Context: an optimization exercise on an open-source flow, tuned for small area. The choices shown serve that exercise and are no tape-out recipe.
Function was checked by simulation only, so behaviour that the tests miss may differ from the original.
Power and IR drop assume default switching activity.

## run 4
Design mode7_stepper, start of the top module:
module mode7_stepper #(
  parameter int HACT = 640,
  parameter int VACT = 480,
  parameter int VTOT = 525
) (
  input  logic        clk,
  input  logic        reset,
  input  logic        p_tick,
  input  logic        video_on,
  input  logic [9:0]  pixel_x,
  input  logic [9:0]  pixel_y,
  input  logic [15:0] originx,
  input  logic [15:0] originy,
  input  logic [15:0] offsetx,
  input  logic [15:0] offsety,
  input  logic [23:0] scalex,
  input  logic [23:0] scaley,
  input  logic [8:0]  angle,
  input  logic [15:0] tex_mask,
  output logic [8:0]  rom_addr,
  input  logic [15:0] rom_cos,
  input  logic [15:0] rom_sin,
  output logic [15:0] tex_u,
  output logic [15:0] tex_v,
  output logic        tex_valid
);
export LEC_CHECK = 0
export CAP_MARGIN = 20
export CORE_MARGIN = 2
export CORE_UTILIZATION = 75
export PLACE_DENSITY = 0.85
export SLEW_MARGIN = 20
export BUFFER_PORTS_ARGS = -buffer_cell sky130_fd_sc_hd__buf_1
export CTS_ARGS = -sink_clustering_enable -repair_clock_nets -sink_clustering_size 16 -sink_clustering_max_diameter 60 -buf_list sky130_fd_sc_hd__clkbuf_8 -dont_use_dummy_load
create_clock -name core_clock -period 14.0 [get_ports {clk}]
standard.sh (not shown) runs the stock make flow with config.mk's settings and CLKGATE_MAP_FILE= SYNTH_SCRIPT=/design/flow/synth_recipe.tcl, a recipe that flattens the netlist after the stock synthesis.
==> flow/flow/run.sh <==
#!/bin/bash
set -e
cd "$(dirname "$0")/.."
cat >> "$FLOW_CONFIG" <<'EOC'
export BUFFER_PORTS_ARGS = -buffer_cell sky130_fd_sc_hd__buf_1
export CTS_ARGS = -sink_clustering_enable -repair_clock_nets -sink_clustering_size 16 -sink_clustering_max_diameter 60 -buf_list sky130_fd_sc_hd__clkbuf_8 -dont_use_dummy_load
EOC
bash standard.sh > standard.log 2>&1
#### Input delta (run 5 over run 4)
diff --git a/flow/design.v b/flow/design.v
--- a/flow/design.v
+++ b/flow/design.v
@@ -56,48 +56,51 @@
       offx <= offsetx;
       offy <= offsety;
     end
   end
   mode_t      mode;
   logic [5:0] k;
   logic [1:0] ph;
   logic       fin, armed;
   logic [8:0] yl;
   logic       yz;
   assign present = p_tick && video_on && armed;
-  logic seq_start, seq_next;
-  assign seq_start = ld || arm;
-  assign seq_next  = !fin && (ph == 2'd3 || (ph == 2'd2 && k >= 6'd9));
   always_ff @(posedge clk or negedge reset) begin
     if (!reset) begin
       mode  <= IDLE;
+      k     <= '0;
+      ph    <= '0;
+      fin   <= 1'b0;
       armed <= 1'b0;
     end else begin
       if (line_end) armed <= arm;
-      if (seq_start)
+      if (ld || arm) begin
         mode <= ld ? FD : LINE;
-      else if (mode != IDLE && fin && ph == 2'd0)
-        mode <= (mode == FD) ? FS : IDLE;
-    end
-  end
-  always_ff @(posedge clk) begin
-    if (seq_start || (fin && ph == 2'd0)) begin
-      k   <= 6'd37;
-      ph  <= '0;
-      fin <= 1'b0;
-    end else if (seq_next) begin
-      ph  <= (k == '0) ? 2'd1 : 2'd0;
-      fin <= (k == '0);
-      k   <= k - 6'd1;
-    end else begin
-      ph  <= ph + 2'd1;
+        k    <= 6'd37;
+        ph   <= '0;
+        fin  <= 1'b0;
+      end else if (mode != IDLE) begin
+        ph <= ph + 2'd1;
+        if (!fin) begin
+          if (ph == 2'd3 || (ph == 2'd2 && k >= 6'd9)) begin
+            ph <= (k == '0) ? 2'd1 : 2'd0;
+            fin <= (k == '0);
+            k   <= k - 6'd1;
+          end
+        end else if (ph == 2'd0) begin
+          ph   <= 2'd0;
+          fin  <= 1'b0;
+          k    <= 6'd37;
+          mode <= (mode == FD) ? FS : IDLE;
+        end
+      end
     end
   end
   always_ff @(posedge clk) begin
     if (line_end) begin
       yl <= pixel_y[8:0];
       yz <= (pixel_y == Y_LAST);
     end
   end
   logic [3:0] kc, ko;
   logic       cosb, sinb, oxb, oyb, ylb, offxb, offyb;
   assign kc    = (k >= 6'd15) ? 4'd15 : k[3:0];
@@ -210,28 +213,30 @@
   end
   always_ff @(posedge clk) begin
     hA  <= selA;
     hD  <= selD;
     hSu <= selSu;
     hSv <= selSv;
     hiu <= inju;
     hiv <= injv;
   end
   logic wb;
   assign wb = run && fin && (ph == 2'd0);
-  logic ws, hs;
-  assign ws = wb && (mode == FS);
-  assign hs = !ld && !ws;
-  always_ff @(posedge clk) begin
-    Su <= ({W{ld}} & W'(scalex)) | ({W{ws}} & {Ah, Al}) | ({W{hs}} & Su);
-    Sv <= ({W{ld}} & W'(scaley)) | ({W{ws}} & {Bh, Bl}) | ({W{hs}} & Sv);
+  always_ff @(posedge clk) begin
+    if (ld) begin
+      Su <= W'(scalex);
+      Sv <= W'(scaley);
+    end else if (wb && mode == FS) begin
+      Su <= {Ah, Al};
+      Sv <= {Bh, Bl};
+    end
     if (wb && mode == FD) begin
       Du <= {Ah, Al};
       Dv <= {Bh, Bl};
     end
   end
   always_ff @(posedge clk or negedge reset) begin
     if (!reset) begin
       tex_u     <= '0;
       tex_v     <= '0;
       tex_valid <= 1'b0;
     end else begin
### Flow results
- Number of cells on the critical path delta for run 5 relative to run 4: 3.4% higher
- Critical-path cell with the highest stage delay = sky130_fd_sc_hd__a21o_1: run 4; critical-path cell with the highest stage delay = sky130_fd_sc_hd__fa_1: run 5
- Post-layout utilization of the core: run 5 higher than run 4
- Diff run 4 -> run 5: total length of routed wires now sits lower; minimum setup slack in the final design went up 0.16 ns; depth of the most critical reg-to-reg path rose by 10%; clock skew fell by 0.010 ns; cell area after layout increased 1.1%.
- Run 5: final RePlAce weighted congestion about 6.5% above run 4
- Run 5 against run 4: routed length per instance saw a decrease; met2 track demand over resource in global routing saw a decrease.

---

Another version of the RTL of mode7_stepper (not shown whole).
For scale: about 380 flip-flops, about 240 I/O pins, about 16000 sq um of cells after synthesis.
export LEC_CHECK = 0
export CAP_MARGIN = 20
export CORE_MARGIN = 2
export CORE_UTILIZATION = 75
export PLACE_DENSITY = 0.85
export SLEW_MARGIN = 20
export BUFFER_PORTS_ARGS = -buffer_cell sky130_fd_sc_hd__buf_1
export CTS_ARGS = -sink_clustering_enable -repair_clock_nets -sink_clustering_size 16 -sink_clustering_max_diameter 60 -buf_list sky130_fd_sc_hd__clkbuf_8 -dont_use_dummy_load
create_clock -name core_clock -period 14.0 [get_ports {clk}]
Scripts as last shown in full above: flow/flow/run.sh
Then changed:
--- a/flow/design.v
+++ b/flow/design.v
@@ -90,33 +90,35 @@
       k   <= k - 6'd1;
     end else begin
       ph  <= ph + 2'd1;
     end
   end
   always_ff @(posedge clk) begin
     if (line_end) begin
       yl <= pixel_y[8:0];
       yz <= (pixel_y == Y_LAST);
     end
   end
-  logic [3:0] kc, ko;
-  logic       cosb, sinb, oxb, oyb, ylb, offxb, offyb;
-  assign kc    = (k >= 6'd15) ? 4'd15 : k[3:0];
-  assign ko    = 4'(k - 6'd22);
-  assign cosb  = rom_cos[kc];
-  assign sinb  = rom_sin[kc];
-  assign oxb   = (k < 6'd16) && ox[k[3:0]];
-  assign oyb   = (k < 6'd16) && oy[k[3:0]];
-  assign ylb   = (k < 6'd9) && yl[k[3:0]] && !yz;
-  assign offxb = (k >= 6'd22) && offx[ko];
-  assign offyb = (k >= 6'd22) && offy[ko];
+  logic [15:0] oh, ohko;
+  logic        lo16;
+  logic        cosb, sinb, oxb, oyb, ylb, offxb, offyb;
+  assign oh    = 16'd1 << k[3:0];
+  assign ohko  = {oh[5:0], oh[15:6]};
+  assign lo16  = (k[5:4] == 2'd0);
+  assign cosb  = (k >= 6'd15) ? rom_cos[15] : |(rom_cos & oh);
+  assign sinb  = (k >= 6'd15) ? rom_sin[15] : |(rom_sin & oh);
+  assign oxb   = lo16 && |(ox & oh);
+  assign oyb   = lo16 && |(oy & oh);
+  assign ylb   = (k < 6'd9) && |(yl & oh[8:0]) && !yz;
+  assign offxb = (k >= 6'd22) && |(offx & ohko);
+  assign offyb = (k >= 6'd22) && |(offy & ohko);
   logic line, run, hd;
   logic selA, selD, selSu, selSv, inju, injv, cinu, cinv;
   assign line = (mode == LINE);
   assign run  = (mode != IDLE);
   assign hd   = line && !dflt;
   always_comb begin
     selA  = 1'b0;
     cinu  = 1'b0;
     cinv  = 1'b0;
     selD  = present && !dflt;
     selSu = 1'b0;
@@ -210,30 +212,28 @@
   end
   always_ff @(posedge clk) begin
     hA  <= selA;
     hD  <= selD;
     hSu <= selSu;
     hSv <= selSv;
     hiu <= inju;
     hiv <= injv;
   end
   logic wb;
   assign wb = run && fin && (ph == 2'd0);
-  always_ff @(posedge clk) begin
-    if (ld) begin
-      Su <= W'(scalex);
-      Sv <= W'(scaley);
-    end else if (wb && mode == FS) begin
-      Su <= {Ah, Al};
-      Sv <= {Bh, Bl};
-    end
+  logic ws, hs;
+  assign ws = wb && (mode == FS);
+  assign hs = !ld && !ws;
+  always_ff @(posedge clk) begin
+    Su <= ({W{ld}} & W'(scalex)) | ({W{ws}} & {Ah, Al}) | ({W{hs}} & Su);
+    Sv <= ({W{ld}} & W'(scaley)) | ({W{ws}} & {Bh, Bl}) | ({W{hs}} & Sv);
     if (wb && mode == FD) begin
       Du <= {Ah, Al};
       Dv <= {Bh, Bl};
     end
   end
   always_ff @(posedge clk or negedge reset) begin
     if (!reset) begin
       tex_u     <= '0;
       tex_v     <= '0;
       tex_valid <= 1'b0;
     end else begin
The new run produced a clean layout.
Combinational power increases by a few percent.
Final cell count decreases slightly.
Sequential share of layout area decreases by 1.5 points.
Maximum frequency decreases slightly.
First-iteration DRC count decreases by a few percent.

-- separate check: timing with driven ports --
The flow's constraints put no driver on any port. The routed layouts listed below were extracted and timed again, unchanged, in two steps. Step 1: set_driving_cell puts a clkbuf_16 on clk and a buf_2 on each other input, an assumption about the parent block. Step 2 adds t to the input delays and takes it off the output delays; t is the mean of the earliest and latest rising clock arrival at the registers after step 1. Input paths then give back, and output paths get back, about the clock's delay inside the block. Three values: ideal ports, drivers, drivers and shift; two values: the first two.
run	shift t [ns]	setup WS [ns]	worst register clock-pin slew, ns
run 4	0.619	1.615 / 1.636 / 1.018	0.10 / 0.10
run 5	0.617	1.779 / 1.785 / 1.168	0.10 / 0.10
the first run of note 2	0.623	1.811 / 1.827 / 1.204	0.11 / 0.11
the second run of note 2	0.611	1.764 / 1.784 / 1.173	0.11 / 0.11
After both steps every run listed still meets setup and hold. The setup slack of run 5, which loses most, moves by +0.006 ns with the drivers and by -0.611 ns with both steps.
